Source: an optimization exercise on an open RTL-to-GDS flow (aim: small area, a short achievable clock period and few clock cycles per item). Production flows keep margins and buffers that such runs may drop.
No activity file was given, so power comes from the tool's default toggle rates.

Setup of main:
// risc14Exec
module risc14Exec
(
	input wire logic Clock_not,
	input wire logic rstN,
	input wire logic psel,
	input wire logic penable,
	input wire logic pwrite,
	input wire logic [8-1:0] paddr,
	input wire logic [32-1:0] pwdata,
	output logic [32-1:0] prdata,
	output logic pready,
	output logic pslverr
);
	localparam logic [3:0] K_CPY = 4'd0;   
	localparam logic [3:0] K_ADD = 4'd1;   
	localparam logic [3:0] K_VEC = 4'd2;   
	localparam logic [3:0] K_MULF = 4'd3;  
	localparam logic [3:0] K_NOT = 4'd4;
	localparam logic [3:0] K_AND = 4'd5;
	localparam logic [3:0] K_OR = 4'd6;
	localparam logic [3:0] K_XOR = 4'd7;
	localparam logic [3:0] K_SRL = 4'd8;
	localparam logic [3:0] K_SRA = 4'd9;
	localparam logic [3:0] K_ROTL = 4'd10;
	localparam logic [3:0] K_ROTR = 4'd11;
	logic [14-1:0] regFile [0:16-1];
	logic [12-1:0] statusReg;
	logic [14-1:0] opA;  
	logic [14-1:0] opB;  
	logic [4-1:0] destIdx;
	logic [3:0] kOp;
	logic isSub;
	logic commit;   
	logic mulBusy;  
	logic errQ;
	logic [5-1:0] wordIdx;
	logic [6-1:0] opc;
	logic setup;
	logic isReg, isInstr, isStatus;
	logic opcLegal, useImm, instrExec, hostWrite, isMul;
	logic [3:0] kNew;
	assign wordIdx = paddr[6:2];
	assign opc = pwdata[13:8];
	assign setup = psel & ~penable;
	assign isReg = ~wordIdx[4];
	assign isInstr = (wordIdx == 5'd16);
	assign isStatus = (wordIdx == 5'd17);
	always_comb begin
		opcLegal = 1'b1;
		useImm = 1'b0;
		kNew = K_CPY;
		case (opc)
			6'h02: kNew = K_CPY;
			6'h05, 6'h06: kNew = K_ADD;
			6'h07, 6'h08: begin kNew = K_ADD; useImm = 1'b1; end
			6'h09: kNew = K_MULF;
			6'h0B: kNew = K_NOT;
			6'h0C: kNew = K_AND;
			6'h0D: kNew = K_OR;
			6'h0E: kNew = K_XOR;
			6'h0F: begin kNew = K_SRL; useImm = 1'b1; end
			6'h10: begin kNew = K_SRA; useImm = 1'b1; end
			6'h11: begin kNew = K_ROTL; useImm = 1'b1; end
			6'h12: begin kNew = K_ROTR; useImm = 1'b1; end
			6'h17, 6'h18: kNew = K_VEC;
			default: opcLegal = 1'b0;
		endcase
	end
	assign instrExec = isInstr & pwrite & opcLegal;
	assign hostWrite = isReg & pwrite;
	assign isMul = (opc == 6'h09);
	logic [14-1:0] mulSum, mulCarry;
	mulTree mulUnit (.a(opA), .b(opB), .sumRow(mulSum), .carryRow(mulCarry));
	logic isNot, readA, instrA, useB, selSr;
	logic [16-1:0] selA, selB;
	logic [14-1:0] nextA, nextB;
	assign isNot = (opc == 6'h0B);
  ...
clock: 7.5 ns
lec_check: 0
abc_area: 1
cap_margin: 20
core_margin: 2
core_utilization: 50
setup_slack_margin: 4.5
slew_margin: 20
standard.sh (not shown) runs the stock make flow with config.mk's settings and CLKGATE_MAP_FILE= SYNTH_SCRIPT=/design/flow/synth_recipe.tcl, a recipe that flattens the netlist after the stock synthesis.
==> flow/flow/run.sh <==
#!/bin/bash
# Standard layout, with the port buffers made from plain buffers instead of
# the cell buffer_ports picks by default (often a delay cell).
set -e
cp standard.sh standard.sh.txt 2>/dev/null || true
export BUFFER_PORTS_ARGS="-buffer_cell sky130_fd_sc_hd__buf_4"
bash standard.sh > standard.log 2>&1
Looking at the reports, main completed the entire flow and the layout it produced met the timing, DRC and antenna checks.
The inputs of the feature branch differ from those of main as listed below.
diff --git a/flow/design.v b/flow/design.v
--- a/flow/design.v
+++ b/flow/design.v
@@ -345,23 +345,29 @@
 	logic selAdd, selProp, selGen, selShr, selRotl;
 	assign selAdd = rstN & ((kOp == K_ADD) | (kOp == K_VEC) | (kOp == K_MULF));
 	assign selProp = rstN & ((kOp == K_CPY) | (kOp == K_NOT) | (kOp == K_XOR) | (kOp == K_OR));
 	assign selGen = rstN & ((kOp == K_AND) | (kOp == K_OR));
 	assign selShr = rstN & ((kOp == K_SRL) | (kOp == K_SRA) | (kOp == K_ROTR));
 	assign selRotl = rstN & (kOp == K_ROTL);
-	logic [14-1:0] result;
-	assign result = ({14{selAdd}} & addRes)
-		| ({14{selProp}} & prop)
+	logic [14-1:0] result, otherRes;
+	assign otherRes = ({14{selProp}} & prop)
 		| ({14{selGen}} & gen)
 		| ({14{selShr}} & shrOut[13:0])
 		| ({14{selRotl}} & rotl[27:14]);
+	assign result = ({14{selAdd}} & addRes) | otherRes;
+	logic [14-1:0] zCarry;
+	logic zLoAdd, zHiAdd;
+	assign zCarry = {opA[12:7] | bx[12:7], isVec ? isSub : (opA[6] | bx[6]),
+		opA[5:0] | bx[5:0], isSub};
+	assign zLoAdd = (prop[6:0] == zCarry[6:0]);
+	assign zHiAdd = (prop[13:7] == zCarry[13:7]);
 	logic zLo, zHi;
 	logic flagC, flagV, loC, loV;
 	logic wrCV, wrNZ, wrLane;
-	assign zLo = (result[6:0] == '0);
-	assign zHi = (result[13:7] == '0);
+	assign zLo = (zLoAdd | ~selAdd) & (otherRes[6:0] == '0);
+	assign zHi = (zHiAdd | ~selAdd) & (otherRes[13:7] == '0);
 	assign flagC = sum[16] ^ isSub;
 	assign flagV = (opA[13] == bx[13]) & (addRes[13] != opA[13]);
 	assign loC = sum[8] ^ isSub;
 	assign loV = (opA[6] == bx[6]) & (addRes[6] != opA[6]);
 	assign wrCV = commit & (kOp == K_ADD);
 	assign wrNZ = commit & ((kOp == K_ADD) | (kOp == K_MULF) | (kOp == K_NOT)
- Any difference in sequential power between main and the feature branch is small enough to ignore.
- Of the feature branch and main, it is the feature branch that has the higher fraction of final layout cells sized beyond drive strength 1.
- Side by side, clock tree buffer count of the final layout turned out higher in the feature branch than in main.
- Diff main and the feature branch: share of power burned in combinational logic higher in the feature branch
- Of main and the feature branch, the lower register share of the cell area belongs to the feature branch.
- Compared the feature branch vs main, and number of optimization iterations in the first detailed-route pass is up in the feature branch.
Function was not checked in any run of this note: the RTL went through the layout flow alone.

-- afterwards: timing with drivers on the ports --
How much do the figures lean on ideal ports? The routed layouts below were timed once more, with nothing changed but the port constraints. Step 1: set_driving_cell puts a clkbuf_16 on Clock_not and a buf_2 on each other input, an assumption about the parent block. Step 2 also shifts input and output timing later by t, the mid clock arrival at the registers, as if the neighbouring blocks saw the same clock. Slacks: ideal ports / drivers / drivers and shift; pairs: ideal ports / drivers.
| run | shift t [ns] | setup slack, ns | worst hold slack (ns) | latest minus earliest clock arrival (ns) | cell pins on the clock port's net |
|---|---|---|---|---|---|
| main | 0.625 | 4.200 / 4.197 / 3.571 | 0.519 / 0.519 / 0.519 | 0.025 / 0.025 | 1 |
| the feature branch | 0.621 | 4.209 / 4.204 / 3.583 | 0.545 / 0.545 / 0.545 | 0.015 / 0.015 | 1 |
After both steps every run listed still meets setup and hold. The setup slack of main, which loses most, moves by -0.003 ns with the drivers and by -0.629 ns with both steps.
